What follows belongs to an exercise in optimizing a design on an open flow for small area, a short achievable clock period and few clock cycles; a production flow would make more cautious choices. Function was checked by simulation only, so behaviour that the tests miss may differ from the original. Power and IR drop assume default switching activity.

==> flow/design.v (outline; a module is shown in full before it is edited, if it fits) <==
// module qsim_state_bank: 25 lines
// module qsim_gate_engine: 77 lines
// module qsim_mac_tree: 1683 lines
// module qsim_top: 235 lines
module qsim_top #(
  parameter int MAX_QUBITS = 3,
  parameter int MAX_GATES  = 4
) (
  input  logic              clk,
  input  logic              reset_n,
  input  logic              dut_valid,
  output logic              dut_ready,
  output logic [7:0]        state_in_addr,
  input  logic [31:0]       state_in_data,    
  output logic [7:0]        gate_addr,
  input  logic [31:0]       gate_data,        
  output logic              state_out_en,
  output logic [7:0]        state_out_addr,
  output logic [31:0]       state_out_data    
);
  // ...
==> flow/flow/run.sh <==
#!/bin/bash
# The standard layout with two changes to how it is made (the SDC, the
# standard synthesis and its registers are unchanged):
#  - after synthesis, fapol.py removes inverters between full adders by
#    flipping adders (a full adder is self-dual) and swapping xor/xnor,
#    chosen by a greedy pass and then simulated annealing;
#  - repair_timing aims at a setup margin below the design's period.
set -euo pipefail
R=orfs/results/sky130hd/qsim_top/base
bash standard.sh synth > flow_synth.log 2>&1
python3 flow/fapol.py $R/1_2_yosys.v $R/1_2_yosys.fapol.v > flow_fapol.log 2>&1
cp $R/1_2_yosys.v $R/1_2_yosys.orig.v
cp $R/1_2_yosys.fapol.v $R/1_2_yosys.v
rm -f $R/1_synth.odb $R/1_synth.sdc
bash standard.sh SETUP_SLACK_MARGIN=7 finish > flow_make.log 2>&1
==> flow/flow/fapol.py <==
#!/usr/bin/env python3
"""Remove inverters around full adders in a mapped sky130hd netlist.

A full adder is self-dual: complementing its three inputs complements both
outputs. Each fa cell (and each xor2/xnor2, by swapping the two) may be
flipped; the pass chooses flips that need the fewest inverters, then
rewrites the netlist with one inverter per signal whose complement is
still used. Registers, ports and every other cell are left as they are.
usage: fapol.py in.v out.v"""
import re, sys, random

src = open(sys.argv[1]).read()
cell_re = re.compile(r'^  (sky130_fd_sc_hd__\w+) (\S+)\s+\((.*?)\n  \);\n', re.S | re.M)
pin_re = re.compile(r'\.(\w+)\(([^()]*)\)')

cells = []
for m in cell_re.finditer(src):
    typ, name, body = m.group(1), m.group(2), m.group(3)
    pins = [(p, n.strip()) for p, n in pin_re.findall(body)]
    cells.append({'typ': typ, 'name': name, 'pins': pins, 'span': m.span()})

OUTPINS = {'X', 'Y', 'Q', 'Q_N', 'COUT', 'SUM', 'HI', 'LO'}
def is_inv(c): return re.match(r'sky130_fd_sc_hd__(clk)?inv_\d+$', c['typ'])
def is_fa(c): return c['typ'].startswith('sky130_fd_sc_hd__fa_')
def is_xor(c): return re.match(r'sky130_fd_sc_hd__x(n)?or2_\d+$', c['typ'])

# module ports
hdr = src[:src.index(');') + 2]
portnames = set()
for m in re.finditer(r'^\s*(input|output|inout)\s+(\[[^\]]*\]\s*)?(\S+?);', src, re.M):
    portnames.add(m.group(3))
def is_port(net):
    base = net.split('[')[0].strip()
    return base in portnames or net in portnames

driver = {}
for c in cells:
    for p, n in c['pins']:
        if p in OUTPINS:
            driver[n] = (c, p)

# inverters that may be collapsed: output not a port
inv_of = {}
for c in cells:
    if is_inv(c):
        d = dict(c['pins'])
        if not is_port(d['Y']) and d['A'] and not d['A'].startswith("1'"):
            inv_of[d['Y']] = d['A']

def base(net):
    p = 0
    seen = 0
    while net in inv_of and seen < 50:
        net = inv_of[net]; p ^= 1; seen += 1
    return net, p

flip_cells = [c for c in cells if is_fa(c) or is_xor(c)]
for c in flip_cells: c['f'] = 0
# driver cell of each base net that can flip
def drv_flip(b):
    d = driver.get(b)
    if d and 'f' in d[0]:
        return d[0]
    return None

# loads: list of (cell, pin, base, pol); skip collapsed inverters
loads = {}
kept = [c for c in cells if not (is_inv(c) and dict(c['pins'])['Y'] in inv_of)]
for c in kept:
    for p, n in c['pins']:
        if p in OUTPINS: continue
        if not n or n.startswith("1'") : continue
        b, pol = base(n)
        loads.setdefault(b, []).append((c, p, pol))
# ports driven by nets (output ports are loads too): handled via inverters kept.
# also nets that are output ports directly and driven by a collapsed inverter can't occur.

def need(b, c, pin, pol):
    """1 if this load needs the complement of b's physical value."""
    if is_xor(c):
        return 0
    d = drv_flip(b)
    fd = d['f'] if d else 0
    g = c['f'] if (is_fa(c) and 'f' in c) else 0
    return fd ^ pol ^ g

def cost_of(b):
    for c, pin, pol in loads.get(b, []):
        if need(b, c, pin, pol):
            return 1
    return 0

# bases touched by a flip of cell c
def touched(c):
    s = set()
    for p, n in c['pins']:
        if p in OUTPINS:
            s.add(n)
        elif is_fa(c) and n and not n.startswith("1'"):
            s.add(base(n)[0])
    return s

allb = set(loads)
total = sum(cost_of(b) for b in allb)
pass
improved = True
rounds = 0
while improved and rounds < 30:
    improved = False
    rounds += 1
    order = list(flip_cells)
    random.Random(rounds).shuffle(order)
    for c in order:
        t = touched(c)
        before = sum(cost_of(b) for b in t)
        c['f'] ^= 1
        after = sum(cost_of(b) for b in t)
        if after < before:
            total += after - before
            improved = True
        else:
            c['f'] ^= 1
pass
# simulated annealing from the greedy result; keep the best assignment seen
import math
rng = random.Random(12345)
best = total
best_f = [c['f'] for c in flip_cells]
T0, T1, steps = 1.5, 0.05, 300000
tcache = {id(c): touched(c) for c in flip_cells}
for k in range(steps):
    T = T0 * (T1 / T0) ** (k / steps)
    c = flip_cells[rng.randrange(len(flip_cells))]
    t = tcache[id(c)]
    before = sum(cost_of(b) for b in t)
    c['f'] ^= 1
    after = sum(cost_of(b) for b in t)
    dlt = after - before
    if dlt <= 0 or rng.random() < math.exp(-dlt / T):
        total += dlt
        if total < best:
            best = total
            best_f = [x['f'] for x in flip_cells]
    else:
        c['f'] ^= 1
for x, f in zip(flip_cells, best_f):
    x['f'] = f
pass

# rewrite
newinv = {}
def comp(b):
    if b not in newinv:
        newinv[b] = f"_fapol_{len(newinv)}_"
    return newinv[b]

out_cells = {}
for c in kept:
    typ = c['typ']
    if is_xor(c):
        par = c['f']
        for p, n in c['pins']:
            if p in OUTPINS or not n or n.startswith("1'"):
                continue
            b, pol = base(n)
            d = drv_flip(b)
            par ^= pol ^ (d['f'] if d else 0)
        if par:
            typ = typ.replace('xnor2', 'XOR2').replace('xor2', 'xnor2').replace('XOR2', 'xor2')
    pins = []
    for p, n in c['pins']:
        if p in OUTPINS or not n or n.startswith("1'"):
            pins.append((p, n)); continue
        b, pol = base(n)
        pins.append((p, comp(b) if need(b, c, p, pol) else b))
    if typ != c['typ']:
        ren = {'X': 'Y'} if 'xnor2' in typ else {'Y': 'X'}
        pins = [(ren.get(p, p), n) for p, n in pins]
    out_cells[id(c)] = (typ, pins)

def fmt(typ, name, pins):
    s = f"  {typ} {name}{' ' if name.startswith(chr(92)) else ''} (\n"
    s += ",\n".join(f"    .{p}({n}{' ' if n.startswith(chr(92)) else ''})" for p, n in pins)
    return s + "\n  );\n"

parts = []
pos = 0
for c in cells:
    a, e = c['span']
    parts.append(src[pos:a])
    if id(c) in out_cells:
        typ, pins = out_cells[id(c)]
        parts.append(fmt(typ, c['name'], pins))
    pos = e
tail = src[pos:]
body = "".join(parts)
# declare new wires and add inverters before endmodule
decl = "".join(f"  wire {w};\n" for w in newinv.values())
invs = "".join(fmt("sky130_fd_sc_hd__inv_1", f"_fapolinv_{i}_", [("A", b), ("Y", w)]) for i, (b, w) in enumerate(newinv.items()))
i = body.index(");\n") + 3   # after module header
body = body[:i] + decl + body[i:]
tail = tail.replace("endmodule", invs + "endmodule", 1)
open(sys.argv[2], "w").write(body + tail)
print("inverters after:", sum(1 for c in kept if is_inv(c)) + len(newinv), file=sys.stderr)
bad = [c['name'] for c in flip_cells if any(p in OUTPINS and is_port(n) for p, n in c['pins'])]
print("flippable driving ports:", bad[:5], file=sys.stderr)
nl = [c for c in cells if not any(p in OUTPINS for p,_ in c['pins'])]
print("cells without outputs:", len(nl), set(c['typ'] for c in nl), file=sys.stderr)
==> flow/standard.sh <==
#!/bin/bash
# synth_recipe.tcl (not shown) runs the flow's synth.tcl, then flattens the netlist and writes it again
# the make line also repeats each setting of config.mk as NAME=value (left out here)
make -C /OpenROAD-flow-scripts/flow DESIGN_CONFIG=/design/flow/config.mk WORK_HOME=/design/flow/orfs CLKGATE_MAP_FILE= SYNTH_SCRIPT=/design/flow/synth_recipe.tcl "${@:-finish}"
==> flow/config.mk <==
export PLATFORM = sky130hd
export DESIGN_NAME = qsim_top
export DESIGN_NICKNAME = qsim_top
export VERILOG_FILES = /design/flow/design.v
export SDC_FILE = /design/flow/constraint.sdc
export NUM_CORES = 4
export LEC_CHECK = 0
export ABC_AREA = 1
export CAP_MARGIN = 20
export CORE_MARGIN = 2
export CORE_UTILIZATION = 40
export CTS_BUF_LIST = sky130_fd_sc_hd__clkbuf_16
export CTS_CLUSTER_DIAMETER = 70
export CTS_CLUSTER_SIZE = 30
export SLEW_MARGIN = 20
==> flow/constraint.sdc <==
create_clock -name core_clock -period 11.0 [get_ports {clk}]
set_input_delay 2.2000 -clock core_clock [delete_from_list [all_inputs] [get_ports {clk}]]
set_output_delay 2.2000 -clock core_clock [all_outputs]
set_load 0.01 [all_outputs]
==> reports/results.env, run 1 <==
MIN_PERIOD_OVER_PERIOD_PCT=36.0
FLOW.AREA_GROWTH_FROM_SYNTHESIS_PCT=10.8
CRIT_PATH_CELL_TRACE='buf_4 -> inv_1 -> xor2_1 -> fa_1 -> fa_1 -> fa_1 -> fa_1'
SLOWEST_CELL_DELAY_ON_CRITICAL_PATH_NS=0.63
CLOCKROOTBUFFER='clkbuf_16'
DRTANTENNAVIOLNETS=0
WORST_R2R_PATH_DEPTH=7
DIE_Y_UM=347
FINAL_COMMON_CELL='dfxtp_1'
CLOCK_SINK_COUNT=899
RUN_STATUS='timing/DRC/antenna clean'
REG_AREA_MM2=0.0187
CLOCK_INSERTION_DELAY_WORST_SKEW_NS=0.73
CP_DATA_REQUIRED_TIME_NS=11.55
ANTENNA_VIOLATIONS_BEFORE_REPAIR=1
FINAL_PERIOD_MINUS_WORST_SETUP_SLACK_NS=3.96
PLACE_WORST_SETUP_SLACK_NS=6.49
CLOCK_BUFFERS=57
RSZ_0062_RAISED_AFTER_GLOBAL_ROUTING='true'
AREA_SHARE_NONCLK_BUFFERS_PCT=4.24
SEQ_SHARE_PCT=36.0
SETUP-TNS-FINAL_NS=0
DETAIL_ROUTE.DRC_VIOLATIONS=0
FINAL_NETS=5236
CRITICAL_PATH_PEAK_FANOUT=25
COREAREA_MM2=0.116
FINAL_DESIGN_AREA_NO_FILL_MM2=0.0520
FIN_TOTAL_PWR_uW=16300
STARTPOINT_TYPE='flip-flop'
DIE_W_UM=347
SETUP_SLACK_NS=7.04
CRITICAL_PATH_CELL_COUNT=7
BIGGESTCELLCATEGORY='multi-input combinational cells'
SWITCHINGPOWER_uW=7480
FINALMAXSLEWVIOLATIONS=0
FLOORPLAN.INITIALDENSITY_PCT=40.4
END_KIND='flip-flop'
Testbench counts, summed over its fixed seeds: cycles 46,660.
==> inputs of run 2 (changes only) <==
--- a/flow/flow/run.sh
+++ b/flow/flow/run.sh
@@ -12,4 +12,4 @@
 cp $R/1_2_yosys.v $R/1_2_yosys.orig.v
 cp $R/1_2_yosys.fapol.v $R/1_2_yosys.v
 rm -f $R/1_synth.odb $R/1_synth.sdc
-bash standard.sh SETUP_SLACK_MARGIN=7 finish > flow_make.log 2>&1
+bash standard.sh SETUP_SLACK_MARGIN=7.15 finish > flow_make.log 2>&1
==> reports/results.env, run 2 <==
ROUTED-VIA-COUNT=34600  # was 34,200
CLOCK_SINK_COUNT=899  # unchanged
DRIVE_ABOVE_1_SHARE_PCT=8.22  # was 6.82%
TIMING.SLEW.HEADROOM_PCT=23.8  # was 18.0%
FINALMAXSLEWVIOLATIONS=0  # unchanged
POWER-PER-CELL-AREA_mW_PER_MM2=318  # was 312 mW/mm2
COREAREA_MM2=0.116  # unchanged
HP-CLASS='reg2reg'  # unchanged
PIN_COUNT=125  # unchanged
POST_DRT_WL_PER_CELL_UM=23.3  # was 23.1 um
WORST_ENDPOINT_DATA_ARRIVAL_TIME_NS=1.61  # was 4.51 ns
MIN_PERIOD_OVER_PERIOD_PCT=34.6  # was 36.0%
CP_DATA_REQUIRED_TIME_NS=8.80  # was 11.55 ns
REG_AREA_MM2=0.0187  # about the same
DIE_W_UM=347  # unchanged
TIMING.FMAX_MHz=263  # was 252 MHz
RUN_STATUS='timing/DRC/antenna clean'  # unchanged
CLOCKROOTBUFFER='clkbuf_16'  # unchanged
CTSHOLDBUFFERS=0  # unchanged
MOSTFREQUENTLAYOUTCELLS='dfxtp_1 (814), nand2_1 (664), o22ai_1 (476), fa_1 (473), xor2_1 (303)'  # was dfxtp_1 (817), nand2_1 (673), o22ai_1 (478), fa_1 (475), xor2_1 (305)
VDD_DROP_MAX_mV=0.344  # was 0.313 mV
DRV_CAP=0  # unchanged
MULTI_INPUT_AREA_MM2=0.0263  # was 0.0261 mm2
DETAIL_ROUTE.DRC_VIOLATIONS=0  # unchanged
SETUP-TNS-FINAL_NS=0  # unchanged
WORST-PATH-BUF-INV=1  # was 2
RSZ_0062_RAISED_AFTER_GLOBAL_ROUTING='true'  # unchanged
GRT_START_MAX_NET_PINS=67  # was 81
CTS_MAX_PATH_BUFFERS=3  # unchanged
PATH_DELAY_FAMILY='buffers and inverters'  # was adder cells
DIE_Y_UM=347  # unchanged
STARTPOINT_TYPE='flip-flop'  # unchanged
YOSYS_WARNINGS=4  # unchanged
FINAL_COMMON_CELL='dfxtp_1'  # unchanged
WORSTMARGINPINSLEW_NS=1.13  # was 1.23 ns
CRIT_PATH_CELL_TRACE='clkdlybuf4s50_1'  # was buf_4 -> inv_1 -> xor2_1 -> fa_1 -> fa_1 -> fa_1 -> fa_1
FLOORPLAN.DIE_AREA_MM2=0.120  # unchanged
PLACE_WORST_SETUP_SLACK_NS=6.35  # was 6.49 ns
FLOORPLAN.INITIALDENSITY_PCT=40.4  # unchanged
FLOW.AREA_GROWTH_FROM_SYNTHESIS_PCT=12.4  # was 10.8%
GP_ROUTABILITY_CONGESTION=0.929  # was 0.922
CTS_INSERTED_BUFFERS=60  # was 56
DETAILED_PLACE_HPWL_UM=92100  # was 91,600 um
H-TREE-DEPTH=2  # unchanged
END_KIND='primary output'  # was flip-flop
TIMING.CLOCK.SKEW_NS=0.0662  # was 0.0842 ns
GRT_PASS1_WL_UM=218000  # was 216,000 um
TOTAL_NUMBER_OF_PLACEMENT_ROWS=125  # unchanged
FINAL_PERIOD_MINUS_WORST_SETUP_SLACK_NS=3.81  # was 3.96 ns
CLOCK_INSERTION_DELAY_WORST_SKEW_NS=0.75  # was 0.73 ns
DR.FIRST_ITER.DRC_COUNT=3801  # was 3,616
AVGVIACOUNTPERCELL=5.59  # was 5.55
CRIT_SLOWEST_CELL='clkdlybuf4s50_1'  # was inv_1
SETUP_SLACK_NS=7.19  # was 7.04 ns
ROUTED_WL_UM=144000  # was 142,000 um
SYN-INSTANCE-COUNT=4665  # unchanged
LEAKAGEPOWER_uW=0.0214  # was 0.0210 uW
DRTANTENNAVIOLNETS=0  # unchanged
FILL_CELLS=11000  # about the same
HOLD_VIOLATIONS=0  # unchanged
CRITICALPATHCATEGORY='reg2out'  # was reg2reg
ANTENNA_VIOLATIONS_BEFORE_REPAIR=5  # was 1
GRT.OVERFLOW.TOTAL=0  # unchanged
WORST_SETUP_HOLD_PATH_CLK_SLEW_NS=0.11  # about the same
PORT-BUFFER-COUNT=115  # unchanged
VIA_COUNT_OF_THE_FIRST_GLOBAL_ROUTING_PASS=35000  # was 34,500
BIGGESTREGSBYFLOPS='u_ring_r.r (256), u_ring_s.r (256)'  # unchanged
SETUP_VIOLATIONS=0  # unchanged
CTS_TREE='yes'  # unchanged
AVGSYNTHCELLAREA_UM2=10.1  # unchanged
FINAL_NETS=5253  # was 5,236
DETAILEDROUTE.FIRSTPASSITERATIONCOUNT=8  # was 6
SLOWEST_CELL_DELAY_ON_CRITICAL_PATH_NS=0.53  # was 0.63 ns
GLOBALROUTETOTALUTIL_PCT=23.7  # was 23.5%
CRITICAL_PATH_PEAK_FANOUT=1  # was 25
SYNTHESIS.AREA_MM2=0.0470  # unchanged
-- run 2: worst paths after layout --
kind / startpoint / endpoint / slack [ns] / depth (start not counted)
worst max-delay path: gate_addr[4] / gate_addr[4] / 7.19 / 1
worst min-delay path: u_ring_s.r[5][9] / u_ring_s.r[4][9] / 0.30 / 0
worst max register to register: u_engine.neg_a[0] / u_engine.q1_re[13] / 7.22 / 9
worst min register to register: u_ring_s.r[5][9] / u_ring_s.r[4][9] / 0.30 / 0
-- run 2: stage by stage --
stage / utilization, % / instance area (um2) / total power (uW) / cells / hold WS, ns
CTS: 44.8 / 52200 / 16500 / 6170 / 0.300
floorplan: - / 47000 / 10400 / 4673 / 0.310
detailed placement: 42.4 / 49300 / 13700 / 6021 / 0.312
global placement: 42.4 / 49300 / 13500 / 6021 / 0.310
finish: 45.4 / 52800 / 16800 / 6184 / 0.297
global route: 45.4 / 52800 / 18200 / 6184 / 0.310
-- run 2: repair_timing --
item                       in CTS  in global routing
buffers inserted               34                 11
cloned                          1                  2
pin swaps                       1                 14
setup endpoints to repair     142                122
gates resized for setup        66                141
-- run 2: area by class of cell --
| cell class | count | share of cell area [%] |
|---|---|---|
| timing repair inverter | 1 | 0.0142 |
| sequential | 899 | 35.5 |
| clock buffer | 60 | 2.84 |
| clock inverter | 54 | 1.62 |
| multi-input combinational | 3152 | 49.8 |
| antenna | 1 | 0.00474 |
| inverter | 235 | 1.76 |
| timing repair buffer | 258 | 4.87 |
| tap | 1524 | 3.61 |
-- run 2: layer usage --
metal / vias to the layer above / GRT usage, % / part of all wire, %
li1: 15200 / - / -
met1: 17000 / 32.2 / 41
met2: 1941 / 36.2 / 44
met3: 399 / 5.64 / 10
met5: - / 0 / 0.0090
met4: 2 / 9.86 / 4.6
-- run 2: power breakdown --
group / internal [uW] / switching [uW] / leakage, uW
sequential: 4290 / 379 / 0.00748
clock: 1170 / 1460 / 0.00114
combinational: 3570 / 5910 / 0.0128
==> module qsim_gate_engine, before the edit <==
module qsim_gate_engine (
  input  logic        clk,
  input  logic [31:0] gate_data,
  input  logic [31:0] state_in_data,
  input  logic        op_mem,     
  input  logic        op_st,      
  input  logic        cap_tap,    
  input  logic [31:0] tap,
  input  logic        cap_sum,    
  input  logic [31:0] next_r,     
  input  logic [31:0] next_s,
  input  logic        sel_r,      
  input  logic        sel_s,      
  output logic [31:0] sum,
  output logic [31:0] op
);
  logic [7:0] one_na, two_na, neg_a, one_nb, two_nb, neg_b;
  logic [7:0] one_a, two_a, one_b, two_b;
  logic [31:0] st_n, op_n;
  function automatic logic [23:0] booth(input logic [15:0] x);
    logic [16:0] xe;
    logic [7:0]  one, two, neg;
    xe = {x, 1'b0};
    for (int k = 0; k < 8; k++) begin
      one[k] = xe[2*k+1] ^ xe[2*k];
      two[k] = (xe[2*k+2] & ~xe[2*k+1] & ~xe[2*k]) | (~xe[2*k+2] & xe[2*k+1] & xe[2*k]);
      neg[k] = xe[2*k+2];
    end
    booth = {one, two, neg};
  endfunction
  always_ff @(posedge clk) begin
    {one_na, two_na, neg_a} <= booth(gate_data[31:16]) ^ {16'hffff, 8'h00};
    {one_nb, two_nb, neg_b} <= booth(gate_data[15:0]) ^ {16'hffff, 8'h00};
    if (op_mem)     op_n <= ~state_in_data;
    else if (op_st) op_n <= st_n;
    if (cap_sum)      st_n <= ~sum;
    else if (cap_tap) st_n <= ~tap;
  end
  assign one_a = ~one_na;
  assign two_a = ~two_na;
  assign one_b = ~one_nb;
  assign two_b = ~two_nb;
  assign op    = ~op_n;
  logic [31:0] acc;
  logic [28:0] a0_re, a1_re, a2_re, a0_im, a1_im, a2_im;
  assign acc = ({32{sel_r}} & next_r) | ({32{sel_s}} & next_s);
  qsim_mac_tree u_re (
    .one_a(one_a), .two_a(two_a), .neg_a(neg_a),
    .one_b(one_b), .two_b(two_b), .neg_b(neg_b),
    .x1(op[31:16]), .x2(op[15:0]), .negb(1'b1), .acc(acc[31:16]),
    .r0(a0_re), .r1(a1_re), .r2(a2_re)
  );
  qsim_mac_tree u_im (
    .one_a(one_a), .two_a(two_a), .neg_a(neg_a),
    .one_b(one_b), .two_b(two_b), .neg_b(neg_b),
    .x1(op[15:0]), .x2(op[31:16]), .negb(1'b0), .acc(acc[15:0]),
    .r0(a0_im), .r1(a1_im), .r2(a2_im)
  );
  logic [28:0] q0_re, q1_re, q2_re, q0_im, q1_im, q2_im;
  always_ff @(posedge clk) begin
    {q0_re, q1_re, q2_re} <= {a0_re, a1_re, a2_re};
    {q0_im, q1_im, q2_im} <= {a0_im, a1_im, a2_im};
  end
  function automatic logic [15:0] resolve(input logic [28:0] x, input logic [28:0] y,
                                          input logic [28:0] z);
    logic [28:0] t, u;
    logic [13:0] lo;
    logic [16:0] r;
    t  = x ^ y ^ z;
    u  = (x & y) | (x & z) | (y & z);    
    lo = {1'b0, t[12:0]} + {1'b0, u[11:0], 1'b0};
    r  = {t[28:13], 1'b1} + {u[27:12], lo[13]};
    resolve = r[16:1];
  endfunction
  assign sum[31:16] = resolve(q0_re, q1_re, q2_re);
  assign sum[15:0]  = resolve(q0_im, q1_im, q2_im);
endmodule
==> inputs of run 3 (changes only) <==
--- a/flow/design.v
+++ b/flow/design.v
@@ -44,6 +44,7 @@
   output logic [31:0] op
 );
   logic [7:0] one_na, two_na, neg_a, one_nb, two_nb, neg_b;
+  logic [7:0] negr_b;   
   logic [7:0] one_a, two_a, one_b, two_b;
   logic [31:0] st_n, op_n;
   function automatic logic [23:0] booth(input logic [15:0] x);
@@ -60,6 +61,7 @@
   always_ff @(posedge clk) begin
     {one_na, two_na, neg_a} <= booth(gate_data[31:16]) ^ {16'hffff, 8'h00};
     {one_nb, two_nb, neg_b} <= booth(gate_data[15:0]) ^ {16'hffff, 8'h00};
+    negr_b <= ~booth(gate_data[15:0]);
     if (op_mem)     op_n <= ~state_in_data;
     else if (op_st) op_n <= st_n;
     if (cap_sum)      st_n <= ~sum;
@@ -75,8 +77,8 @@
   assign acc = ({32{sel_r}} & next_r) | ({32{sel_s}} & next_s);
   qsim_mac_tree u_re (
     .one_a(one_a), .two_a(two_a), .neg_a(neg_a),
-    .one_b(one_b), .two_b(two_b), .neg_b(neg_b),
-    .x1(op[31:16]), .x2(op[15:0]), .negb(1'b1), .acc(acc[31:16]),
+    .one_b(one_b), .two_b(two_b), .neg_b(negr_b),
+    .x1(op[31:16]), .x2(op[15:0]), .negb(1'b0), .acc(acc[31:16]),
     .r0(a0_re), .r1(a1_re), .r2(a2_re)
   );
   qsim_mac_tree u_im (
--- a/flow/flow/run.sh
+++ b/flow/flow/run.sh
@@ -12,4 +12,4 @@
 cp $R/1_2_yosys.v $R/1_2_yosys.orig.v
 cp $R/1_2_yosys.fapol.v $R/1_2_yosys.v
 rm -f $R/1_synth.odb $R/1_synth.sdc
-bash standard.sh SETUP_SLACK_MARGIN=7.15 finish > flow_make.log 2>&1
+bash standard.sh SETUP_SLACK_MARGIN=7 finish > flow_make.log 2>&1
==> reports/results.env, run 3 <==
PIN_COUNT=125  # unchanged
AVGSYNTHCELLAREA_UM2=10.1  # about the same
DP.CELLS=6023  # was 6,021
BIGGESTREGSBYFLOPS='u_ring_r.r (256), u_ring_s.r (256)'  # unchanged
WORST_PATH_MOST_REPEATED_CELL='fa_1'
TIMING.SLEW.HEADROOM_PCT=18.5  # was 23.8%
POST-ROUTE-UTIL_PCT=45.1  # was 45.4%
SETUP-TNS-FINAL_NS=0  # unchanged
RSZ_0062_RAISED_AFTER_GLOBAL_ROUTING='false'  # was true
SYNTHESIS.AREA_MM2=0.0470  # about the same
TIMING.FMAX_MHz=254  # was 263 MHz
FINALMAXSLEWVIOLATIONS=0  # unchanged
CTS_INSERTED_BUFFERS=66  # was 60
VIA_COUNT_OF_THE_FIRST_GLOBAL_ROUTING_PASS=34800  # was 35,000
FINAL_PERIOD_MINUS_WORST_SETUP_SLACK_NS=3.94  # was 3.81 ns
MET3ROUTEDLENGTH_UM=15300  # was 15,000 um
MOSTFREQUENTLAYOUTCELLS='dfxtp_1 (826), nand2_1 (688), o22ai_1 (480), fa_1 (474), xor2_1 (379)'  # was dfxtp_1 (814), nand2_1 (664), o22ai_1 (476), fa_1 (473), xor2_1 (303)
STARTPOINT_TYPE='flip-flop'  # unchanged
CLOCK_SINK_COUNT=907  # was 899
CRITICAL_PATH_PEAK_FANOUT=32  # was 1
VDD_DROP_MAX_mV=0.315  # was 0.344 mV
GRT_START_MAX_NET_PINS=75  # was 67
DR.FIRST_ITER.DRC_COUNT=4056  # was 3,801
FINAL_DESIGN_AREA_NO_FILL_MM2=0.0525  # was 0.0528 mm2
POSTPLACECELLAREA_MM2=0.0494  # was 0.0493 mm2
HP-CLASS='reg2reg'  # unchanged
FLOORPLAN.DIE_AREA_MM2=0.120  # about the same
WORSTMARGINPINSLEW_NS=1.22  # was 1.13 ns
FINAL_NETS=5239  # was 5,253
END_KIND='flip-flop'  # was primary output
LEAKAGEPOWER_uW=0.0215  # was 0.0214 uW
WHS_PATH_DEPTH=0  # unchanged
CLOCKROOTBUFFER='clkbuf_16'  # unchanged
MIN_PERIOD_OVER_PERIOD_PCT=35.8  # was 34.6%
DIE_Y_UM=347  # about the same
MULTI_INPUT_AREA_MM2=0.0259  # was 0.0263 mm2
POWER-PER-CELL-AREA_mW_PER_MM2=316  # was 318 mW/mm2
WORST_R2R_PATH_DEPTH=8  # was 9
HOLD_PATH.STARTPOINT='u_ring_r.r[6][12]'  # was u_ring_s.r[5][9]
R2R-START='u_engine.op_n[24]'  # was u_engine.neg_a[0]
PATH_DELAY_FAMILY='adder cells'  # was buffers and inverters
AVGVIACOUNTPERCELL=5.60  # was 5.59
WORSTHOLDENDPOINT='u_ring_r.r[5][12]'  # was u_ring_s.r[4][9]
GRT.OVERFLOW.TOTAL=0  # unchanged
DRV_CAP=0  # unchanged
DRIVE_ABOVE_1_SHARE_PCT=6.76  # was 8.22%
H-TREE-DEPTH=3  # was 2
DETAILEDROUTE.FIRSTPASSITERATIONCOUNT=8  # unchanged
DIE_W_UM=347  # about the same
POST_DRT_WL_PER_CELL_UM=23.3  # about the same
SLOWEST_CELL_DELAY_ON_CRITICAL_PATH_NS=0.62  # was 0.53 ns
TOTAL_NUMBER_OF_PLACEMENT_ROWS=125  # unchanged
CTS_TREE='yes'  # unchanged
DRTANTENNAVIOLNETS=0  # unchanged
GRT_PASS1_WL_UM=218000  # about the same
PORT-BUFFER-COUNT=115  # unchanged
ROUTED-VIA-COUNT=34500  # was 34,600
WORST-PATH-BUF-INV=1  # unchanged
WORST_ENDPOINT_DATA_ARRIVAL_TIME_NS=4.46  # was 1.61 ns
DETAILED_PLACE_HPWL_UM=92600  # was 92,100 um
REG_AREA_MM2=0.0189  # was 0.0187 mm2
GLOBALROUTETOTALUTIL_PCT=23.9  # was 23.7%
FLOW.AREA_GROWTH_FROM_SYNTHESIS_PCT=11.8  # was 12.4%
RUN_STATUS='timing/DRC/antenna clean'  # unchanged
SETUP_VIOLATIONS=0  # unchanged
TIMING.CLOCK.SKEW_NS=0.0787  # was 0.0662 ns
CTS_MAX_PATH_BUFFERS=3  # unchanged
COREAREA_MM2=0.116  # unchanged
FLOORPLAN.INITIALDENSITY_PCT=40.4  # about the same
REG2REG_SETUP_SLACK_NS=7.06  # was 7.22 ns
HOLD_VIOLATIONS=0  # unchanged
CP_DATA_REQUIRED_TIME_NS=11.53  # was 8.80 ns
FINAL_COMMON_CELL='dfxtp_1'  # unchanged
ROUTED_WL_UM=144000  # about the same
DETAIL_ROUTE.DRC_VIOLATIONS=0  # unchanged
CRITICALPATHCATEGORY='reg2reg'  # was reg2out
ANTENNA_VIOLATIONS_BEFORE_REPAIR=3  # was 5
GP_ROUTABILITY_CONGESTION=0.919  # was 0.929
CRIT_PATH_CELL_TRACE='buf_4 -> o22ai_1 -> xor2_1 -> fa_1 -> fa_1 -> fa_1 -> fa_1 -> fa_1'  # was clkdlybuf4s50_1
FINISH.CELL_COUNT_WITHOUT_FILLERS=6170  # was 6,184
SYN-INSTANCE-COUNT=4653  # was 4,665
CLOCK_INSERTION_DELAY_WORST_SKEW_NS=0.71  # was 0.75 ns
MET2_LENGTH_UM=62700  # was 63,000 um
MET1_WIRELENGTH_UM=59300  # was 59,200 um
YOSYS_WARNINGS=4  # unchanged
RR_ENDPOINT='u_engine.q1_re[15]'  # was u_engine.q1_re[13]
TOP_SIGNAL_LAYER_USED='met4'  # was met5
WORST_SETUP_HOLD_PATH_CLK_SLEW_NS=0.11  # about the same
FILL_CELLS=11000  # about the same
CRIT_SLOWEST_CELL='fa_1'  # was clkdlybuf4s50_1
[run 3: report_power, final]
part	total [uW]	switching [uW]	internal, uW
Sequential	4750	388	4360
Combinational	9050	5600	3460
Clock	2800	1510	1300
[run 3: stage by stage]
| stage | setup slack (ns) | hold WS (ns) | total power, uW |
|---|---|---|---|
| 2_1_floorplan | 7.04 | 0.310 | 10500 |
| 3_3_place_gp | 6.43 | 0.310 | 13500 |
| 3_5_place_dp | 6.39 | 0.312 | 13600 |
| 4_1_cts | 6.97 | 0.265 | 16500 |
| 5_1_grt | 6.97 | 0.266 | 18100 |
| 6_report | 7.06 | 0.267 | 16600 |
[run 3: metal layers]
layer / up-vias / track usage, %
met5: - / 0.160
met2: 1969 / 36.0
met4: 0 / 9.91
li1: 15200 / -
met3: 399 / 6.32
met1: 17000 / 32.5
[run 3: worst max path at each step]
stage                           start                  to  slack, ns  depth (start not counted)
CTS                            q_r[1]    state_in_addr[1]       6.97                         17
floorplan           u_engine.neg_a[0]  u_engine.q1_re[13]       7.04                          9
finish              u_engine.op_n[24]  u_engine.q1_re[15]       7.06                          8
global route        u_engine.q2_im[6]   u_ring_s.r[3][11]       6.97                         19
detailed placement             q_r[1]    state_in_addr[1]       6.39                         17
global placement               q_r[1]    state_in_addr[1]       6.43                         17
[run 3: final cells by class]
type	count	area share [%]
Multi-Input combinational cell	3133	49.4
Inverter	244	1.80
Antenna cell	1	0.00477
Sequential cell	907	36.0
Clock inverter	53	1.74
Tap cell	1524	3.63
Timing Repair Buffer	240	4.21
Clock buffer	68	3.24
[run 3: what timing repair did]
| action | in CTS | in global routing |
|---|---|---|
| hold endpoints to repair | 0 | 0 |
| endpoints found under the setup margin | 83 | 111 |
| hold buffers | 0 | 0 |
| cloned | 0 | 0 |
| pin swaps | 0 | 3 |
| resized for setup | 16 | 57 |
| setup buffers | 16 | 9 |
Testbench counts of run 3, summed over its fixed seeds: cycles 46,660.
==> inputs of run 4 (changes only) <==
==> flow/flow/run.sh (replaced) <==
#!/bin/bash
# The standard layout with three changes to how it is made (the SDC, the
# standard synthesis and its registers are unchanged):
#  - after synthesis, fapol.py removes inverters between full adders by
#    flipping adders (a full adder is self-dual) and swapping xor/xnor,
#    chosen by a greedy pass and then simulated annealing;
#  - repair_timing aims at a setup margin below the design's period;
#  - every port still gets its buffer, but a plain buf_4 instead of the
#    delay cell buffer_ports picks by default.
set -euo pipefail
R=orfs/results/sky130hd/qsim_top/base
bash standard.sh synth > flow_synth.log 2>&1
python3 flow/fapol.py $R/1_2_yosys.v $R/1_2_yosys.fapol.v > flow_fapol.log 2>&1
cp $R/1_2_yosys.v $R/1_2_yosys.orig.v
cp $R/1_2_yosys.fapol.v $R/1_2_yosys.v
rm -f $R/1_synth.odb $R/1_synth.sdc
bash standard.sh SETUP_SLACK_MARGIN=7.35 "BUFFER_PORTS_ARGS=-buffer_cell sky130_fd_sc_hd__buf_4" finish > flow_make.log 2>&1
==> reports/results.env, run 4 <==
RUN_STATUS='timing/DRC/antenna clean'  # unchanged
RR_ENDPOINT='u_engine.q1_re[18]'  # was u_engine.q1_re[15]
P_INT_uW=9160  # was 9110 uW
R2R-START='u_engine.op_n[15]'  # was u_engine.op_n[24]
BIGGESTREGSBYFLOPS='u_ring_r.r (256), u_ring_s.r (256)'  # unchanged
ROUTED-VIA-COUNT=35100  # was 34,500
DRIVE_ABOVE_1_SHARE_PCT=14.7  # was 6.76%
SYN-INSTANCE-COUNT=4653  # unchanged
FIN_TOTAL_PWR_uW=16700  # was 16,600 uW
FINAL_NETS=5310  # was 5,239
DR.FIRST_ITER.DRC_COUNT=4266  # was 4,056
END_KIND='flip-flop'  # unchanged
WORST_R2R_PATH_DEPTH=9  # was 8
PORT-BUFFER-COUNT=115  # unchanged
RSZ_0062_RAISED_AFTER_GLOBAL_ROUTING='true'  # was false
SETUP-TNS-FINAL_NS=0  # unchanged
AVGVIACOUNTPERCELL=5.63  # was 5.60
COMBINATIONALPOWERSHARE_PCT=56.9  # was 54.5%
CRITICAL_PATH_PEAK_FANOUT=12  # was 32
CTS_TREE='yes'  # unchanged
H-TREE-DEPTH=2  # was 3
DETAILEDROUTE.FIRSTPASSITERATIONCOUNT=6  # was 8
MOSTFREQUENTLAYOUTCELLS='dfxtp_1 (815), nand2_1 (673), o22ai_1 (431), fa_1 (394), xor2_1 (366)'  # was dfxtp_1 (826), nand2_1 (688), o22ai_1 (480), fa_1 (474), xor2_1 (379)
WORST-PATH-BUF-INV=2  # was 1
ANTENNA_VIOLATIONS_BEFORE_REPAIR=2  # was 3
FINALMAXSLEWVIOLATIONS=0  # unchanged
FINAL_PERIOD_MINUS_WORST_SETUP_SLACK_NS=3.73  # was 3.94 ns
WHS_PATH_DEPTH=0  # unchanged
GLOBALROUTETOTALUTIL_PCT=23.8  # was 23.9%
GRT_PASS1_WL_UM=218000  # about the same
HOLD_VIOLATIONS=0  # unchanged
COREAREA_MM2=0.116  # unchanged
FINAL_COMMON_CELL='dfxtp_1'  # unchanged
TIMING.SLEW.HEADROOM_PCT=28.5  # was 18.5%
VDD_DROP_MAX_mV=0.321  # was 0.315 mV
TOTAL_NUMBER_OF_PLACEMENT_ROWS=125  # unchanged
DRTANTENNAVIOLNETS=0  # unchanged
HP-CLASS='reg2reg'  # unchanged
GP_ROUTABILITY_CONGESTION=0.907  # was 0.919
CLOCKROOTBUFFER='clkbuf_16'  # unchanged
CLOCK_SINK_COUNT=907  # unchanged
CLK_PWR_SHARE_PCT=14.6  # was 16.9%
POWER_FRAC_SEQ_PCT=28.5  # was 28.6%
FINAL_DESIGN_AREA_NO_FILL_MM2=0.0542  # was 0.0525 mm2
CLOCK_INSERTION_DELAY_WORST_SKEW_NS=0.74  # was 0.71 ns
LEAKAGEPOWER_uW=0.0223  # was 0.0215 uW
TIMING.CLOCK.SKEW_NS=0.0770  # was 0.0787 ns
GRT_START_MAX_NET_PINS=72  # was 75
DETAILED_PLACE_HPWL_UM=93800  # was 92,600 um
GRT.OVERFLOW.TOTAL=0  # unchanged
CRIT_SLOWEST_CELL='fa_1'  # unchanged
WORST_SETUP_HOLD_PATH_CLK_SLEW_NS=0.12  # was 0.11 ns
WORSTHOLDENDPOINT='u_ring_r.r[5][12]'  # unchanged
POWER-PER-CELL-AREA_mW_PER_MM2=307  # was 316 mW/mm2
POWER.SWITCHING_FRACTION_PCT=45.1  # about the same
VIA_COUNT_OF_THE_FIRST_GLOBAL_ROUTING_PASS=35100  # was 34,800
DP.CELLS=6027  # was 6,023
STARTPOINT_TYPE='flip-flop'  # unchanged
MIN_PERIOD_OVER_PERIOD_PCT=33.9  # was 35.8%
CRIT_PATH_CELL_TRACE='buf_12 -> clkinvlp_4 -> nand2_1 -> xor2_2 -> fa_1 -> fa_1 -> fa_1 -> fa_1 -> fa_1'  # was buf_4 -> o22ai_1 -> xor2_1 -> fa_1 -> fa_1 -> fa_1 -> fa_1 -> fa_1
WORST_PATH_MOST_REPEATED_CELL='fa_1'  # unchanged
SYNTHESIS.AREA_MM2=0.0470  # unchanged
AVGSYNTHCELLAREA_UM2=10.1  # unchanged
ROUTED_WL_UM=147000  # was 144,000 um
CP_DATA_REQUIRED_TIME_NS=11.57  # was 11.53 ns
WORST_ENDPOINT_DATA_ARRIVAL_TIME_NS=4.31  # was 4.46 ns
DIE_W_UM=347  # unchanged
SETUP_VIOLATIONS=0  # unchanged
REG2REG_SETUP_SLACK_NS=7.27  # was 7.06 ns
CTS_MAX_PATH_BUFFERS=3  # unchanged
SLOWEST_CELL_DELAY_ON_CRITICAL_PATH_NS=0.54  # was 0.62 ns
DRV_CAP=0  # unchanged
POSTPLACECELLAREA_MM2=0.0491  # was 0.0494 mm2
DIE_Y_UM=347  # unchanged
PIN_COUNT=125  # unchanged
FLOORPLAN.DIE_AREA_MM2=0.120  # unchanged
TIMING.FMAX_MHz=268  # was 254 MHz
PATH_DELAY_FAMILY='adder cells'  # unchanged
DETAIL_ROUTE.DRC_VIOLATIONS=0  # unchanged
WORSTMARGINPINSLEW_NS=1.07  # was 1.22 ns
FLOORPLAN.INITIALDENSITY_PCT=40.4  # unchanged
FINISH.CELL_COUNT_WITHOUT_FILLERS=6233  # was 6,170
POST_DRT_WL_PER_CELL_UM=23.5  # was 23.3 um
HOLD_PATH.STARTPOINT='u_ring_r.r[6][12]'  # unchanged
CTSHOLDBUFFERS=0  # unchanged
CRITICALPATHCATEGORY='reg2reg'  # unchanged
YOSYS_WARNINGS=4  # unchanged
FLOW.AREA_GROWTH_FROM_SYNTHESIS_PCT=15.5  # was 11.8%
CTS_INSERTED_BUFFERS=55  # was 66
SWITCHINGPOWER_uW=7520  # was 7490 uW
## run 4: stage by stage
step,setup WS [ns],hold slack [ns],util (%)
after floorplan,7.35,0.310,-
after global placement,6.74,0.310,42.2
after detailed placement,6.66,0.312,42.2
after CTS,7.31,0.315,45.2
after global routing,7.22,0.317,46.6
final,7.27,0.309,46.6
## run 4: cell type report
| class | instances | area, um2 |
|---|---|---|
| fill | 10900 | 62100 |
| multi-input combinational | 3133 | 26900 |
| sequential | 907 | 18900 |
| timing repair buffer | 322 | 3460 |
| tap | 1524 | 1910 |
| clock buffer | 55 | 1380 |
| inverter | 244 | 951 |
| clock inverter | 46 | 753 |
| antenna | 2 | 5.00 |
## run 4: worst max-delay path by stage
stage / start / endpoint / slack (ns) / depth (start not counted)
5_1_grt: u_engine.op_n[15] / u_engine.q1_re[18] / 7.22 / 9
2_1_floorplan: u_engine.op_n[31] / u_engine.q1_re[18] / 7.35 / 10
3_5_place_dp: u_engine.neg_a[5] / u_engine.q1_im[20] / 6.66 / 8
3_3_place_gp: q_r[0] / state_in_addr[1] / 6.74 / 17
6_report: u_engine.op_n[15] / u_engine.q1_re[18] / 7.27 / 9
4_1_cts: u_engine.op_n[4] / u_engine.q1_im[15] / 7.31 / 8
## run 4: timing repair
action / in CTS / in global routing
setup endpoints to repair: 178 / 148
pin swaps: 37 / 97
cloned: 10 / 9
gates resized for setup: 159 / 260
buffers inserted: 46 / 38
## run 4: worst reg2reg max path, cell delays in order (launching register included)
cell and delay [ns]:
edfxtp_1 0.42, buf_12 0.19, clkinvlp_4 0.18, nand2_1 0.14
xor2_2 0.23, fa_1 0.51, fa_1 0.54, fa_1 0.45
fa_1 0.50, fa_1 0.41
## run 4: power by group through the flow
| stage | Clock (uW) | Sequential, uW | Combinational [uW] |
|---|---|---|---|
| floorplan | 0 | 4730 | 5770 |
| global placement | 0 | 4810 | 8550 |
| detailed placement | 0 | 4830 | 8660 |
| CTS | 2500 | 4760 | 9020 |
| global route | 2630 | 4850 | 10700 |
| finish | 2430 | 4750 | 9490 |
## run 4: layer usage
| metal | up-vias | part of all wire (%) | GRT usage [%] |
|---|---|---|---|
| met2 | 2120 | 43 | 35.7 |
| li1 | 15300 | - | - |
| met3 | 416 | 11 | 5.54 |
| met1 | 17200 | 41 | 32.9 |
| met4 | 2 | 5.0 | 10.0 |
| met5 | - | 0.0048 | 0 |
==> inputs of run 5 (changes only) <==
--- a/flow/flow/run.sh
+++ b/flow/flow/run.sh
@@ -14,4 +14,4 @@
 cp $R/1_2_yosys.v $R/1_2_yosys.orig.v
 cp $R/1_2_yosys.fapol.v $R/1_2_yosys.v
 rm -f $R/1_synth.odb $R/1_synth.sdc
-bash standard.sh SETUP_SLACK_MARGIN=7.35 "BUFFER_PORTS_ARGS=-buffer_cell sky130_fd_sc_hd__buf_4" finish > flow_make.log 2>&1
+bash standard.sh SETUP_SLACK_MARGIN=7.15 "BUFFER_PORTS_ARGS=-buffer_cell sky130_fd_sc_hd__buf_4" finish > flow_make.log 2>&1
--- a/flow/config.mk
+++ b/flow/config.mk
@@ -8,7 +8,7 @@
 export ABC_AREA = 1
 export CAP_MARGIN = 20
 export CORE_MARGIN = 2
-export CORE_UTILIZATION = 40
+export CORE_UTILIZATION = 45
 export CTS_BUF_LIST = sky130_fd_sc_hd__clkbuf_16
 export CTS_CLUSTER_DIAMETER = 70
 export CTS_CLUSTER_SIZE = 30
==> reports/results.env, run 5 <==
CLK_PWR_SHARE_PCT=14.2  # was 14.6%
WORSTHOLDENDPOINT='out3'  # was u_ring_r.r[5][12]
FLOORPLAN.DIE_AREA_MM2=0.107  # was 0.120 mm2
H-TREE-DEPTH=2  # unchanged
CLOCK_INSERTION_DELAY_WORST_SKEW_NS=0.70  # was 0.74 ns
CLOCK_SINK_COUNT=907  # unchanged
POWER-PER-CELL-AREA_mW_PER_MM2=314  # was 307 mW/mm2
VIA_COUNT_OF_THE_FIRST_GLOBAL_ROUTING_PASS=34200  # was 35,100
POWER.SWITCHING_FRACTION_PCT=45.8  # was 45.1%
DR.FIRST_ITER.DRC_COUNT=3894  # was 4,266
WHS_PATH_DEPTH=0  # unchanged
FINAL_PERIOD_MINUS_WORST_SETUP_SLACK_NS=3.80  # was 3.73 ns
WORST_SETUP_HOLD_PATH_CLK_SLEW_NS=0.11  # was 0.12 ns
SWITCHINGPOWER_uW=7440  # was 7520 uW
FINAL_COMMON_CELL='dfxtp_1'  # unchanged
CRITICAL_PATH_PEAK_FANOUT=19  # was 12
POWER_FRAC_SEQ_PCT=29.3  # was 28.5%
DIE_Y_UM=327  # was 347 um
FINALHOLDWORSTSLACK_NS=0.318  # was 0.309 ns
PLACE_WORST_SETUP_SLACK_NS=6.51  # was 6.66 ns
CLOCKROOTBUFFER='clkbuf_16'  # unchanged
HOLD_PATH.STARTPOINT='out2'  # was u_ring_r.r[6][12]
AVGSYNTHCELLAREA_UM2=10.1  # unchanged
GRT_START_MAX_NET_PINS=75  # was 72
DRV_CAP=0  # unchanged
HP-CLASS='reg2reg'  # unchanged
DETAIL_ROUTE.DRC_VIOLATIONS=0  # unchanged
CP_DATA_REQUIRED_TIME_NS=11.57  # about the same
CTS_MAX_PATH_BUFFERS=3  # unchanged
DRTANTENNAVIOLNETS=0  # unchanged
SETUP_SLACK_NS=7.20  # was 7.27 ns
HOLD_VIOLATIONS=0  # unchanged
GRT_PASS1_WL_UM=215000  # was 218,000 um
RUN_STATUS='timing/DRC/antenna clean'  # unchanged
STARTPOINT_TYPE='flip-flop'  # unchanged
GP_ROUTABILITY_CONGESTION=0.903  # was 0.907
P_INT_uW=8810  # was 9160 uW
COMBINATIONALPOWERSHARE_PCT=56.5  # was 56.9%
ANTENNA_VIOLATIONS_BEFORE_REPAIR=5  # was 2
FINAL_NETS=5242  # was 5,310
MIN_PERIOD_OVER_PERIOD_PCT=34.6  # was 33.9%
FLOW.AREA_GROWTH_FROM_SYNTHESIS_PCT=10.3  # was 15.5%
CTSHOLDBUFFERS=0  # unchanged
FIN_TOTAL_PWR_uW=16200  # was 16,700 uW
COREAREA_MM2=0.103  # was 0.116 mm2
WORST_R2R_PATH_DEPTH=9  # unchanged
END_KIND='flip-flop'  # unchanged
WORST_ENDPOINT_DATA_ARRIVAL_TIME_NS=4.37  # was 4.31 ns
CTS_TREE='yes'  # unchanged
BIGGESTREGSBYFLOPS='u_ring_r.r (256), u_ring_s.r (256)'  # unchanged
YOSYS_WARNINGS=4  # unchanged
DETAILED_PLACE_HPWL_UM=93400  # was 93,800 um
ROUTED-VIA-COUNT=34400  # was 35,100
R2R-START='u_engine.neg_a[4]'  # was u_engine.op_n[15]
PORT-BUFFER-COUNT=115  # unchanged
SYNTHESIS.AREA_MM2=0.0470  # unchanged
CRITICALPATHCATEGORY='reg2reg'  # unchanged
DRIVE_ABOVE_1_SHARE_PCT=9.60  # was 14.7%
RR_ENDPOINT='u_engine.q1_im[20]'  # was u_engine.q1_re[18]
CTS_INSERTED_BUFFERS=51  # was 55
TOTAL_NUMBER_OF_PLACEMENT_ROWS=118  # was 125
VDD_DROP_MAX_mV=0.295  # was 0.321 mV
TIMING.CLOCK.SKEW_NS=0.0387  # was 0.0770 ns
AVGVIACOUNTPERCELL=5.72  # was 5.63
DETAILEDROUTE.FIRSTPASSITERATIONCOUNT=6  # unchanged
WORSTMARGINPINSLEW_NS=1.11  # was 1.07 ns
SETUP-TNS-FINAL_NS=0  # unchanged
REG2REG_SETUP_SLACK_NS=7.20  # was 7.27 ns
TIMING.FMAX_MHz=263  # was 268 MHz
SETUP_VIOLATIONS=0  # unchanged
ROUTED_WL_UM=143000  # was 147,000 um
GLOBALROUTETOTALUTIL_PCT=26.5  # was 23.8%
PIN_COUNT=125  # unchanged
FINALMAXSLEWVIOLATIONS=0  # unchanged
SYN-INSTANCE-COUNT=4653  # unchanged
POST_DRT_WL_PER_CELL_UM=23.8  # was 23.5 um
RSZ_0062_RAISED_AFTER_GLOBAL_ROUTING='true'  # unchanged
LEAKAGEPOWER_uW=0.0215  # was 0.0223 uW
DIE_W_UM=327  # was 347 um
FLOORPLAN.INITIALDENSITY_PCT=45.4  # was 40.4%
MOSTFREQUENTLAYOUTCELLS='dfxtp_1 (825), nand2_1 (686), o22ai_1 (480), fa_1 (468), xor2_1 (379)'  # was dfxtp_1 (815), nand2_1 (673), o22ai_1 (431), fa_1 (394), xor2_1 (366)
TIMING.SLEW.HEADROOM_PCT=25.4  # was 28.5%
GRT.OVERFLOW.TOTAL=0  # unchanged
==> run 5: critical path, stage by stage, from the launching register on <==
cell and delay, ns:
dfxtp_1 0.34, buf_6 0.31, inv_1 0.07, buf_4 0.30, xnor2_1 0.22, fa_1 0.46, fa_1 0.58, fa_1 0.46
fa_1 0.45, fa_1 0.48
==> run 5: through the flow <==
step | std cells | instance area [um2] | util [%]
floorplan | 4661 | 47000 | -
finish | 6020 | 51800 | 50.1
global placement | 5882 | 48900 | 47.3
detailed placement | 5882 | 48900 | 47.3
CTS | 5997 | 51200 | 49.4
global route | 6017 | 51800 | 50.1
==> run 5: power groups by stage <==
stage          Clock (uW)  Sequential (uW)  Combinational (uW)
3_3_place_gp            0             4810                8700
2_1_floorplan           0             4730                5760
6_report             2310             4760                9170
3_5_place_dp            0             4840                8820
4_1_cts              2370             4760                8940
5_1_grt              2490             4850               10300
==> run 5: repair_timing <==
action                                  CTS  global route
gates resized for setup                  41           107
endpoints found under the hold margin     0             0
endpoints found under the setup margin  116           143
cloned                                    0             5
pin swaps                                 0            10
buffers inserted                         20            15
==> run 5: worst max path at each step <==
stage,startpoint,to,cells past startpoint
6_report,u_engine.neg_a[4],u_engine.q1_im[20],9
4_1_cts,q_r[1],state_in_addr[1],18
3_5_place_dp,u_engine.neg_a[5],u_engine.q1_re[19],8
2_1_floorplan,u_engine.neg_a[3],u_engine.q1_im[14],8
3_3_place_gp,u_engine.neg_a[5],u_engine.q1_re[20],8
5_1_grt,u_engine.one_na[2],u_engine.q1_re[24],9
==> run 5: area by class of cell <==
cell class	instances	area [um2]
tap	1380	1730
inverter	244	953
sequential	907	18900
timing repair buffer	258	2280
clock inverter	41	577
antenna	3	7.51
clock buffer	54	1350
fill	9406	51700
multi-input combinational	3133	26000
==> run 5: layer usage <==
layer  track usage [%]  vias to the layer above  share of wire (%)
li1                  -                    15200                  -
met4              9.39                        2                3.9
met1              36.6                    17000                 41
met5                 0                        -              0.014
met2              40.8                     1869                 45
met3              6.06                      332                9.9
==> inputs of run 6 (changes only) <==
--- a/flow/config.mk
+++ b/flow/config.mk
@@ -8,7 +8,7 @@
 export ABC_AREA = 1
 export CAP_MARGIN = 20
 export CORE_MARGIN = 2
-export CORE_UTILIZATION = 45
+export CORE_UTILIZATION = 40
 export CTS_BUF_LIST = sky130_fd_sc_hd__clkbuf_16
 export CTS_CLUSTER_DIAMETER = 70
 export CTS_CLUSTER_SIZE = 30
==> reports/results.env, run 6 <==
INSERTEDDIODECOUNT=0  # was 3
POSTPLACECELLAREA_MM2=0.0491  # was 0.0489 mm2
CRITICAL_PATH_PEAK_FANOUT=10  # was 19
POST_DRT_WL_PER_CELL_UM=23.1  # was 23.8 um
SETUP_SLACK_NS=7.21  # was 7.20 ns
WORST-PATH-BUF-INV=1  # was 3
GRT.OVERFLOW.TOTAL=0  # unchanged
SWITCHINGPOWER_uW=7460  # was 7440 uW
DRTANTENNAVIOLNETS=0  # unchanged
VIA_COUNT_OF_THE_FIRST_GLOBAL_ROUTING_PASS=34700  # was 34,200
TIMING.FMAX_MHz=264  # was 263 MHz
WORST_PATH_MOST_REPEATED_CELL='fa_1'  # unchanged
END_KIND='flip-flop'  # unchanged
CP_DATA_REQUIRED_TIME_NS=11.61  # was 11.57 ns
CLK_PWR_SHARE_PCT=15.7  # was 14.2%
CRIT_PATH_CELL_TRACE='inv_1 -> xnor2_1 -> fa_1 -> fa_1 -> fa_1 -> fa_1'  # was buf_6 -> inv_1 -> buf_4 -> xnor2_1 -> fa_1 -> fa_1 -> fa_1 -> fa_1 -> fa_1
CLOCK_SINK_COUNT=907  # unchanged
COMBINATIONALPOWERSHARE_PCT=55.5  # was 56.5%
POWER.SWITCHING_FRACTION_PCT=45.5  # was 45.8%
WORST_ENDPOINT_DATA_ARRIVAL_TIME_NS=4.40  # was 4.37 ns
HP-CLASS='reg2reg'  # unchanged
DIE_Y_UM=347  # was 327 um
GLOBALROUTETOTALUTIL_PCT=23.6  # was 26.5%
TIMING.SLEW.HEADROOM_PCT=25.7  # was 25.4%
CLOCK_INSERTION_DELAY_WORST_SKEW_NS=0.73  # was 0.70 ns
PLACE_WORST_SETUP_SLACK_NS=6.46  # was 6.51 ns
WORSTMARGINPINSLEW_NS=1.12  # was 1.11 ns
ROUTED-VIA-COUNT=34400  # about the same
DR.FIRST_ITER.DRC_COUNT=3838  # was 3,894
WORST_SETUP_HOLD_PATH_CLK_SLEW_NS=0.10  # was 0.11 ns
POWER_FRAC_SEQ_PCT=28.9  # was 29.3%
AVGVIACOUNTPERCELL=5.57  # was 5.72
RUN_STATUS='timing/DRC/antenna clean'  # unchanged
ROUTED_WL_UM=143000  # about the same
H-TREE-DEPTH=2  # unchanged
CRITICALPATHCATEGORY='reg2reg'  # unchanged
REG_AREA_MM2=0.0189  # about the same
TOTAL_NUMBER_OF_PLACEMENT_ROWS=125  # was 118
DRIVE_ABOVE_1_SHARE_PCT=9.28  # was 9.60%
AVGSYNTHCELLAREA_UM2=10.1  # unchanged
PORT-BUFFER-COUNT=115  # unchanged
FLOW.AREA_GROWTH_FROM_SYNTHESIS_PCT=10.9  # was 10.3%
SYN-INSTANCE-COUNT=4653  # unchanged
FINALMAXSLEWVIOLATIONS=0  # unchanged
YOSYS_WARNINGS=4  # unchanged
SYNTHESIS.AREA_MM2=0.0470  # unchanged
PATH_DELAY_FAMILY='adder cells'  # unchanged
GRT_PASS1_WL_UM=217000  # was 215,000 um
DIE_W_UM=347  # was 327 um
COREAREA_MM2=0.116  # was 0.103 mm2
MIN_PERIOD_OVER_PERIOD_PCT=34.5  # was 34.6%
DRV_CAP=0  # unchanged
FINAL_PERIOD_MINUS_WORST_SETUP_SLACK_NS=3.79  # was 3.80 ns
FIN_TOTAL_PWR_uW=16400  # was 16,200 uW
SETUP-TNS-FINAL_NS=0  # unchanged
MULTI_INPUT_AREA_MM2=0.0260  # about the same
BIGGESTREGSBYFLOPS='u_ring_r.r (256), u_ring_s.r (256)'  # unchanged
P_INT_uW=8940  # was 8810 uW
GP_ROUTABILITY_CONGESTION=0.876  # was 0.903
TIMING.CLOCK.SKEW_NS=0.0695  # was 0.0387 ns
CRIT_SLOWEST_CELL='dfxtp_1'  # was fa_1
PIN_COUNT=125  # unchanged
CTS_MAX_PATH_BUFFERS=3  # unchanged
FLOORPLAN.DIE_AREA_MM2=0.120  # was 0.107 mm2
FINAL_NETS=5241  # was 5,242
MOSTFREQUENTLAYOUTCELLS='dfxtp_1 (828), nand2_1 (687), o22ai_1 (479), fa_1 (474), xor2_1 (380)'  # was dfxtp_1 (825), nand2_1 (686), o22ai_1 (480), fa_1 (468), xor2_1 (379)
GRT_START_MAX_NET_PINS=74  # was 75
CTS_TREE='yes'  # unchanged
STARTPOINT_TYPE='flip-flop'  # unchanged
FLOORPLAN.INITIALDENSITY_PCT=40.4  # was 45.4%
CTS_INSERTED_BUFFERS=59  # was 51
DETAIL_ROUTE.DRC_VIOLATIONS=0  # unchanged
CLOCKROOTBUFFER='clkbuf_16'  # unchanged
VDD_DROP_MAX_mV=0.286  # was 0.295 mV
LEAKAGEPOWER_uW=0.0215  # about the same
ANTENNA_VIOLATIONS_BEFORE_REPAIR=2  # was 5
SETUP_VIOLATIONS=0  # unchanged
DETAILEDROUTE.FIRSTPASSITERATIONCOUNT=6  # unchanged
RSZ_0062_RAISED_AFTER_GLOBAL_ROUTING='false'  # was true
SLOWEST_CELL_DELAY_ON_CRITICAL_PATH_NS=0.80  # was 0.58 ns
FINAL_COMMON_CELL='dfxtp_1'  # unchanged
HOLD_VIOLATIONS=0  # unchanged
POWER-PER-CELL-AREA_mW_PER_MM2=315  # was 314 mW/mm2
FINAL_DESIGN_AREA_NO_FILL_MM2=0.0521  # was 0.0518 mm2
DETAILED_PLACE_HPWL_UM=93700  # was 93,400 um
FILL_CELLS=11100  # was 9,406
==> run 6: metal layers <==
metal	part of all wire, %	up-vias	GRT usage [%]	wire [um]
li1	-	15200	-	-
met1	42	16900	32.6	59400
met2	44	1886	36.1	62700
met3	10	356	4.96	14200
met4	4.4	2	9.40	6300
met5	0.0091	-	0	13
==> run 6: worst paths after layout <==
path | start | to | slack [ns] | depth (start not counted)
worst max register to register | u_engine.neg_b[4] | u_engine.q1_im[25] | 7.21 | 6
worst min-delay path | role1 | role2 | 0.32 | 0
worst min register to register | role1 | role2 | 0.32 | 0
worst max-delay path | u_engine.neg_b[4] | u_engine.q1_im[25] | 7.21 | 6
==> run 6: timing repair <==
action	CTS	global route
hold buffers	0	0
setup buffers	20	7
gates cloned	0	0
pin swaps	1	5
gates resized for setup	32	91
endpoints found under the setup margin	158	132
==> run 6: final cells by class <==
| cell class | count | share of cell area [%] |
|---|---|---|
| repair buffers | 249 | 4.03 |
| flip-flops and latches | 907 | 36.2 |
| clock buffers | 60 | 2.88 |
| clock inverters | 51 | 1.49 |
| well taps | 1524 | 3.66 |
| inverters | 244 | 1.80 |
| multi-input cells | 3133 | 49.9 |
==> run 6: worst reg2reg max path, stage by stage (launching register included) <==
cell and delay (ns):
dfxtp_1 0.80, inv_1 0.58, xnor2_1 0.45, fa_1 0.50, fa_1 0.47, fa_1 0.43
fa_1 0.47
==> run 6: stage by stage <==
stage	util (%)	hold WS (ns)	instances
6_report	44.8	0.318	6168
5_1_grt	44.8	0.323	6168
4_1_cts	44.4	0.319	6161
3_5_place_dp	42.2	0.312	6030
3_3_place_gp	42.2	0.310	6030
2_1_floorplan	-	0.310	4661
==> run 6: power by group through the flow <==
stage | registers [uW] | clock network [uW] | logic [uW]
after global routing | 4830 | 2750 | 10200
final | 4740 | 2570 | 9100
after global placement | 4800 | 0 | 8650
after detailed placement | 4810 | 0 | 8770
after floorplan | 4730 | 0 | 5760
after CTS | 4740 | 2630 | 8980
==> inputs of run 7 (changes only) <==
--- a/flow/flow/run.sh
+++ b/flow/flow/run.sh
@@ -5,7 +5,7 @@
 #    flipping adders (a full adder is self-dual) and swapping xor/xnor,
 #    chosen by a greedy pass and then simulated annealing;
 #  - repair_timing aims at a setup margin below the design's period;
-#  - every port still gets its buffer, but a plain buf_4 instead of the
+#  - every port still gets its buffer, but a plain buf_2 instead of the
 #    delay cell buffer_ports picks by default.
 set -euo pipefail
 R=orfs/results/sky130hd/qsim_top/base
@@ -14,4 +14,4 @@
 cp $R/1_2_yosys.v $R/1_2_yosys.orig.v
 cp $R/1_2_yosys.fapol.v $R/1_2_yosys.v
 rm -f $R/1_synth.odb $R/1_synth.sdc
-bash standard.sh SETUP_SLACK_MARGIN=7.15 "BUFFER_PORTS_ARGS=-buffer_cell sky130_fd_sc_hd__buf_4" finish > flow_make.log 2>&1
+bash standard.sh SETUP_SLACK_MARGIN=7.15 "BUFFER_PORTS_ARGS=-buffer_cell sky130_fd_sc_hd__buf_2" finish > flow_make.log 2>&1
==> reports/results.env, run 7 <==
RUN_STATUS='timing/DRC/antenna clean'  # unchanged
FLOORPLAN.DIE_AREA_MM2=0.120  # unchanged
WORST_SETUP_HOLD_PATH_CLK_SLEW_NS=0.12  # was 0.10 ns
YOSYS_WARNINGS=4  # unchanged
CRITICAL_PATH_PEAK_FANOUT=33  # was 10
HP-CLASS='reg2reg'  # unchanged
POST_DRT_WL_PER_CELL_UM=22.9  # was 23.1 um
FINAL_NETS=5234  # was 5,241
TIMING.CLOCK.SKEW_NS=0.0781  # was 0.0695 ns
H-TREE-DEPTH=2  # unchanged
INSERTEDDIODECOUNT=0  # unchanged
CTS_INSERTED_BUFFERS=57  # was 59
GRT_START_MAX_NET_PINS=74  # unchanged
AVGSYNTHCELLAREA_UM2=10.1  # unchanged
VDD_DROP_MAX_mV=0.295  # was 0.286 mV
DRTANTENNAVIOLNETS=0  # unchanged
STARTPOINT_TYPE='flip-flop'  # unchanged
DRIVE_ABOVE_1_SHARE_PCT=9.28  # about the same
GRT.OVERFLOW.TOTAL=0  # unchanged
FINAL_PERIOD_MINUS_WORST_SETUP_SLACK_NS=3.82  # was 3.79 ns
TOTAL_NUMBER_OF_PLACEMENT_ROWS=125  # unchanged
SYN-INSTANCE-COUNT=4653  # unchanged
CTSHOLDBUFFERS=0  # unchanged
LEAKAGEPOWER_uW=0.0214  # was 0.0215 uW
CLOCKROOTBUFFER='clkbuf_16'  # unchanged
DR.FIRST_ITER.DRC_COUNT=3686  # was 3,838
SETUP_VIOLATIONS=0  # unchanged
GLOBALROUTETOTALUTIL_PCT=23.4  # was 23.6%
GRT_PASS1_WL_UM=215000  # was 217,000 um
GP_ROUTABILITY_CONGESTION=0.892  # was 0.876
HOLD_VIOLATIONS=0  # unchanged
DIE_Y_UM=347  # unchanged
PLACE_WORST_SETUP_SLACK_NS=6.40  # was 6.46 ns
FLOW.AREA_GROWTH_FROM_SYNTHESIS_PCT=10.4  # was 10.9%
MOSTFREQUENTLAYOUTCELLS='dfxtp_1 (827), nand2_1 (686), o22ai_1 (479), fa_1 (472), xor2_1 (379)'  # was dfxtp_1 (828), nand2_1 (687), o22ai_1 (479), fa_1 (474), xor2_1 (380)
POWER-PER-CELL-AREA_mW_PER_MM2=315  # about the same
CTS_MAX_PATH_BUFFERS=3  # unchanged
DETAILEDROUTE.FIRSTPASSITERATIONCOUNT=6  # unchanged
WORSTMARGINPINSLEW_NS=1.15  # was 1.12 ns
END_KIND='flip-flop'  # unchanged
FLOORPLAN.INITIALDENSITY_PCT=40.4  # unchanged
RSZ_0062_RAISED_AFTER_GLOBAL_ROUTING='true'  # was false
PORT-BUFFER-COUNT=115  # unchanged
AVGVIACOUNTPERCELL=5.57  # about the same
MIN_PERIOD_OVER_PERIOD_PCT=34.7  # was 34.5%
ROUTED_WL_UM=141000  # was 143,000 um
PIN_COUNT=125  # unchanged
ANTENNA_VIOLATIONS_BEFORE_REPAIR=5  # was 2
CP_DATA_REQUIRED_TIME_NS=11.59  # was 11.61 ns
SYNTHESIS.AREA_MM2=0.0470  # unchanged
DETAIL_ROUTE.DRC_VIOLATIONS=0  # unchanged
COREAREA_MM2=0.116  # unchanged
CRITICALPATHCATEGORY='reg2reg'  # unchanged
ROUTED-VIA-COUNT=34300  # was 34,400
DRV_CAP=0  # unchanged
FINALMAXSLEWVIOLATIONS=0  # unchanged
TIMING.SLEW.HEADROOM_PCT=23.5  # was 25.7%
CLOCK_INSERTION_DELAY_WORST_SKEW_NS=0.74  # was 0.73 ns
CTS_TREE='yes'  # unchanged
VIA_COUNT_OF_THE_FIRST_GLOBAL_ROUTING_PASS=34800  # was 34,700
SETUP_SLACK_NS=7.18  # was 7.21 ns
SETUP-TNS-FINAL_NS=0  # unchanged
BIGGESTREGSBYFLOPS='u_ring_r.r (256), u_ring_s.r (256)'  # unchanged
DIE_W_UM=347  # unchanged
FILL_CELLS=11100  # about the same
DETAILED_PLACE_HPWL_UM=93300  # was 93,700 um
WORST_ENDPOINT_DATA_ARRIVAL_TIME_NS=4.41  # was 4.40 ns
FINAL_COMMON_CELL='dfxtp_1'  # unchanged
CLOCK_SINK_COUNT=907  # unchanged
TIMING.FMAX_MHz=262  # was 264 MHz
run 7: stage by stage:
step	cells	hold slack (ns)	utilization, %	instance area, um2	total power [uW]
after CTS	6152	0.322	44.2	51400	16200
after floorplan	4661	0.310	-	47000	10500
after global routing	6158	0.330	44.5	51800	17800
after global placement	6027	0.310	41.9	48800	13400
final	6158	0.311	44.5	51800	16300
after detailed placement	6027	0.312	41.9	48800	13500
run 7: power by group:
group | switching [uW] | internal, uW
Sequential | 378 | 4360
Combinational | 5620 | 3420
Clock | 1460 | 1110
Total | 7460 | 8880
run 7: path summary, 6_finish.rpt:
kind                                          from                 end  slack, ns  depth (start not counted)
worst max-delay path            u_engine.one_na[6]  u_engine.q1_re[16]       7.18                          8
worst min-delay path             u_ring_r.r[5][17]   u_ring_r.r[4][17]       0.31                          0
worst max register to register  u_engine.one_na[6]  u_engine.q1_re[16]       7.18                          8
worst min register to register   u_ring_r.r[5][17]   u_ring_r.r[4][17]       0.31                          0
run 7: final cells by class:
| class | count | area [um2] | share of cell area, % |
|---|---|---|---|
| clock buffers | 57 | 1430 | 2.75 |
| flip-flops and latches | 907 | 18900 | 36.4 |
| clock inverters | 49 | 900 | 1.74 |
| multi-input cells | 3133 | 26000 | 50.1 |
| inverters | 244 | 948 | 1.83 |
| repair buffers | 244 | 1790 | 3.44 |
| well taps | 1524 | 1910 | 3.68 |
run 7: routing by layer:
layer	wire (um)	track usage [%]	vias up
met2	62100	35.8	1840
met1	58900	32.0	16900
met3	13400	5.17	369
met4	6570	9.61	8
met5	55	0	-
li1	-	-	15200
run 7: worst max-delay path: stages (launching register included):
cell,delay (ns)
dfxtp_1,0.33
buf_4,0.44
o22ai_1,0.16
xor2_1,0.19
fa_1,0.54
fa_1,0.55
fa_1,0.53
fa_1,0.42
fa_1,0.47
run 7: repair_timing:
| action | CTS | global route |
|---|---|---|
| setup endpoints to repair | 132 | 131 |
| gates resized for setup | 27 | 102 |
| buffers inserted | 19 | 6 |
| pin swaps | 0 | 6 |

Re-timed with assumed drivers on the ports (clkbuf_16 on the clock, buf_2 on other inputs), run 7 has 7.180 ns of setup slack against 7.180 ns with ideal ports, and 6.973 ns once port delays also move by the mid clock arrival of 0.778 ns.
